What follows belongs to an exercise in optimizing a design on an open flow for a short achievable clock period and few clock cycles per item; a production flow would make more cautious choices.
In this exercise RTL edits were held to simulation tests only and were not proved equivalent to the original.
Power and IR drop assume default switching activity.

Setup of v28:
Design pcie_host_if_top, start of the top module:
module pcie_host_if_top (
  input  logic        clk,
  input  logic        rst,
  input  logic [1:0]  i_req_target,
  input  logic        i_req_wr,
  input  logic        i_req_rd,
  input  logic [31:0] i_req_addr,
  input  logic [31:0] i_req_count,
  input  logic        i_host_ing_rdy,
  input  logic [23:0] i_host_ing_size,
  input  logic [31:0] i_host_ing_data,
  output logic        o_host_ing_act,
  output logic        o_host_ing_stb,
  input  logic [1:0]  i_host_egr_rdy,
  input  logic [23:0] i_host_egr_size,
  output logic [1:0]  o_host_egr_act,
  output logic        o_host_egr_stb,
  output logic [31:0] o_host_egr_data,
  output logic        o_dma_ing_rdy,
  output logic [23:0] o_dma_ing_size,
  output logic [31:0] o_dma_ing_data,
  input  logic        i_dma_ing_act,
  input  logic        i_dma_ing_stb,
  output logic [1:0]  o_dma_egr_rdy,
  output logic [23:0] o_dma_egr_size,
  input  logic [1:0]  i_dma_egr_act,
  input  logic        i_dma_egr_stb,
  input  logic [31:0] i_dma_egr_data,
  input  logic        i_dma_idle,
  output logic        o_write_fin,
  output logic        o_read_fin
);
  host_if_pkg::xfer_req_t  req;
  host_if_pkg::ing_src_t   host_ing_src;
  host_if_pkg::ing_ctl_t   host_ing_ctl;
  host_if_pkg::egr_sink_t  host_egr_sink;
  host_if_pkg::egr_src_t   host_egr_src;
  host_if_pkg::ing_src_t   dma_ing_src;
  host_if_pkg::ing_ctl_t   dma_ing_ctl;
  host_if_pkg::egr_sink_t  dma_egr_sink;
  host_if_pkg::egr_src_t   dma_egr_src;
  assign req.target = host_if_pkg::target_e'(i_req_target);
  assign req.wr     = i_req_wr;
  assign req.rd     = i_req_rd;
  assign req.addr   = i_req_addr;
  assign req.count  = i_req_count;
  assign host_ing_src.rdy  = i_host_ing_rdy;
  assign host_ing_src.size = i_host_ing_size;
  assign host_ing_src.data = i_host_ing_data;
  assign o_host_ing_act    = host_ing_ctl.act;
  ...
Size in the first run: roughly 18000 cells after synthesis, ~310 I/O pins, about 360000 µm² of cells after synthesis.
export LEC_CHECK = 0
export CAP_MARGIN = 20
export CORE_MARGIN = 2
export CORE_UTILIZATION = 30
export GPL_ROUTABILITY_DRIVEN = 1
export PLACE_DENSITY = 0.4
export SETUP_SLACK_MARGIN = 3.0
export SLEW_MARGIN = 20
export SYNTH_MEMORY_MAX_BITS = 16384
create_clock -name core_clock -period 6.5 [get_ports {clk}]
standard.sh (not shown) runs the stock make flow with config.mk's settings and CLKGATE_MAP_FILE= SYNTH_SCRIPT=/design/flow/synth_recipe.tcl, a recipe that flattens the netlist after the stock synthesis.
==> flow/flow/run.sh <==
#!/bin/bash
# Standard layout, with three changes:
# - the ports are constrained to one span of the top edge before IO
#   placement (flow/pins.tcl);
# - the port buffers are buf_4 rather than the slow delay buffer
#   buffer_ports picks by default;
# - up to 10 rounds of antenna repair after detailed routing, not 5.
set -euo pipefail
W=$(pwd)
bash standard.sh PRE_IO_PLACEMENT_TCL="$W/flow/pins.tcl" \
  BUFFER_PORTS_ARGS="-buffer_cell sky130_fd_sc_hd__buf_4" \
  MAX_REPAIR_ANTENNAS_ITER_DRT=10 finish > "$W/orfs_make.log" 2>&1
==> flow/flow/pins.tcl <==
# Place every signal port in one span in the middle of the top edge, so
# the short paths between ports (the DMA pass-through and the routed
# handshakes) stay short. The clock port goes in the middle of that span,
# nearer the middle of the die than a corner.
set block [ord::get_db_block]
set dbu [$block getDefUnits]
set die [$block getDieArea]
set w [expr {double([$die dx]) / $dbu}]
set span 320.0
set lo [expr {max(10.0, $w / 2.0 - $span / 2.0)}]
set hi [expr {min($w - 10.0, $w / 2.0 + $span / 2.0)}]
set names {}
foreach bt [$block getBTerms] {
  set n [$bt getName]
  if {$n ne "clk" && [$bt getSigType] ne "POWER" && [$bt getSigType] ne "GROUND"} {
    lappend names $n
  }
}
puts "pins.tcl: [llength $names] ports on top:[format %.1f $lo]-[format %.1f $hi]"
set_io_pin_constraint -pin_names $names -region top:[format %.1f $lo]-[format %.1f $hi]
set mid [expr {$w / 2.0}]
set_io_pin_constraint -pin_names {clk} -region top:[format %.1f [expr {$mid - 3.0}]]-[format %.1f [expr {$mid + 3.0}]]
v28 ended with every stage complete and zero timing, DRC or antenna violations.
Testbench counts of v28, summed over its fixed seeds: cycles 18,247, words 17,350.
Input-level comparison between v58 and v28:
Settings: CORE_UTILIZATION: 30 -> 40; PLACE_DENSITY: 0.4 -> 0.5.
==> flow/flow/run.sh <==
#!/bin/bash
# Standard layout, with two changes:
# - the ports are constrained to one span of the top edge before IO
#   placement (flow/pins.tcl);
# - the port buffers are buf_4 rather than the slow delay buffer
#   buffer_ports picks by default.
set -euo pipefail
W=$(pwd)
bash standard.sh PRE_IO_PLACEMENT_TCL="$W/flow/pins.tcl" \
  BUFFER_PORTS_ARGS="-buffer_cell sky130_fd_sc_hd__buf_4" finish > "$W/orfs_make.log" 2>&1
-- flow/flow/pins.tcl --
<<< v28, line 8
set w [expr {double([$die dx]) / $dbu}]
set span 320.0
set lo [expr {max(10.0, $w / 2.0 - $span / 2.0)}]
>>> v58, line 8
set w [expr {double([$die dx]) / $dbu}]
set span 460.0
set lo [expr {max(10.0, $w / 2.0 - $span / 2.0)}]
Results
Changes observed in v58 relative to v28: cell row count saw a decrease, share of total power consumed by net switching saw a decrease, count of vias placed by the detailed router saw a decrease.
Compared with v28, in v58 share of the clock period used by the worst path saw little to no change; wire length went down.
Having completed the whole flow, v58 delivered a layout that passed the timing, design-rule and antenna checks.
Input-level comparison between v17 and v58:
Settings: CORE_UTILIZATION changed from 40 to 25; PLACE_DENSITY changed from 0.5 to 0.3.
### Flow results
Comparing v58 with v17, the power consumed by sequential cells came out essentially unchanged.
In the reports for v58 and v17, the larger achievable frequency belongs to v58.
Going from v58 to v17, fraction of the cycle the final worst path needs grows by 0.62 points.
v17 against v58: die outline area climbed about 60%; switching part of the total power grew by 0.89 points.
A timing endpoint of the critical path of o_host_egr_act[0] is what v17 shows, while o_dma_ing_size[1] belongs to v58.
Class of the tightest hold or removal check: in2reg -> v17, reg2reg -> v58
Here is what was changed in the inputs of v21 compared with v17.
Settings: PLACE_DENSITY: 0.3 -> 0.4; CORE_UTILIZATION: 25 -> 30.
[summary]
v21 completed every stage of the flow, and the final layout passed the timing, design-rule and antenna checks.
Wire length on met3: v21 higher than v17
Max freq v17 -> v21: improved
Between v17 and v21, the number of buffers created by CTS is lower for v21.
Of v17 and v21, v17 shows the lower utilization, with v21 above it.

-- port drivers added, routing unchanged --
How much do the figures lean on ideal ports? The routed layouts below were timed once more, with nothing changed but the port constraints. Step 1 (the two cells are an assumption about what drives the block):
set clk [get_ports {clk}]
set_driving_cell -lib_cell sky130_fd_sc_hd__clkbuf_16 $clk
set_driving_cell -lib_cell sky130_fd_sc_hd__buf_2 [delete_from_list [all_inputs] $clk]
Step 2 also shifts input and output timing later by t, the mid clock arrival at the registers, as if the neighbouring blocks saw the same clock. Three values: no drivers, after step 1, after step 2; two values: the first two.
run | t, ns | slack for setup (ns) | worst setup path at the end | worst slew at a driven data input, ns | cell pins on the clock port's net
v28 | 1.332 | 2.757 / 2.569 / 1.667 | input to register | 0.31 | 1
v58 | 1.200 | 2.759 / 2.697 / 1.923 | input to register | 0.38 | 1
v17 | 1.357 | 2.719 / 2.638 / 1.792 | input to register | 0.30 | 1
v21 | 1.309 | 2.736 / 2.677 / 1.800 | input to register | 0.26 | 1
After both steps setup and hold are still met in every run listed. For v28, which loses most, drivers alone change the setup slack by -0.188 ns; drivers and shift together by -1.090 ns.
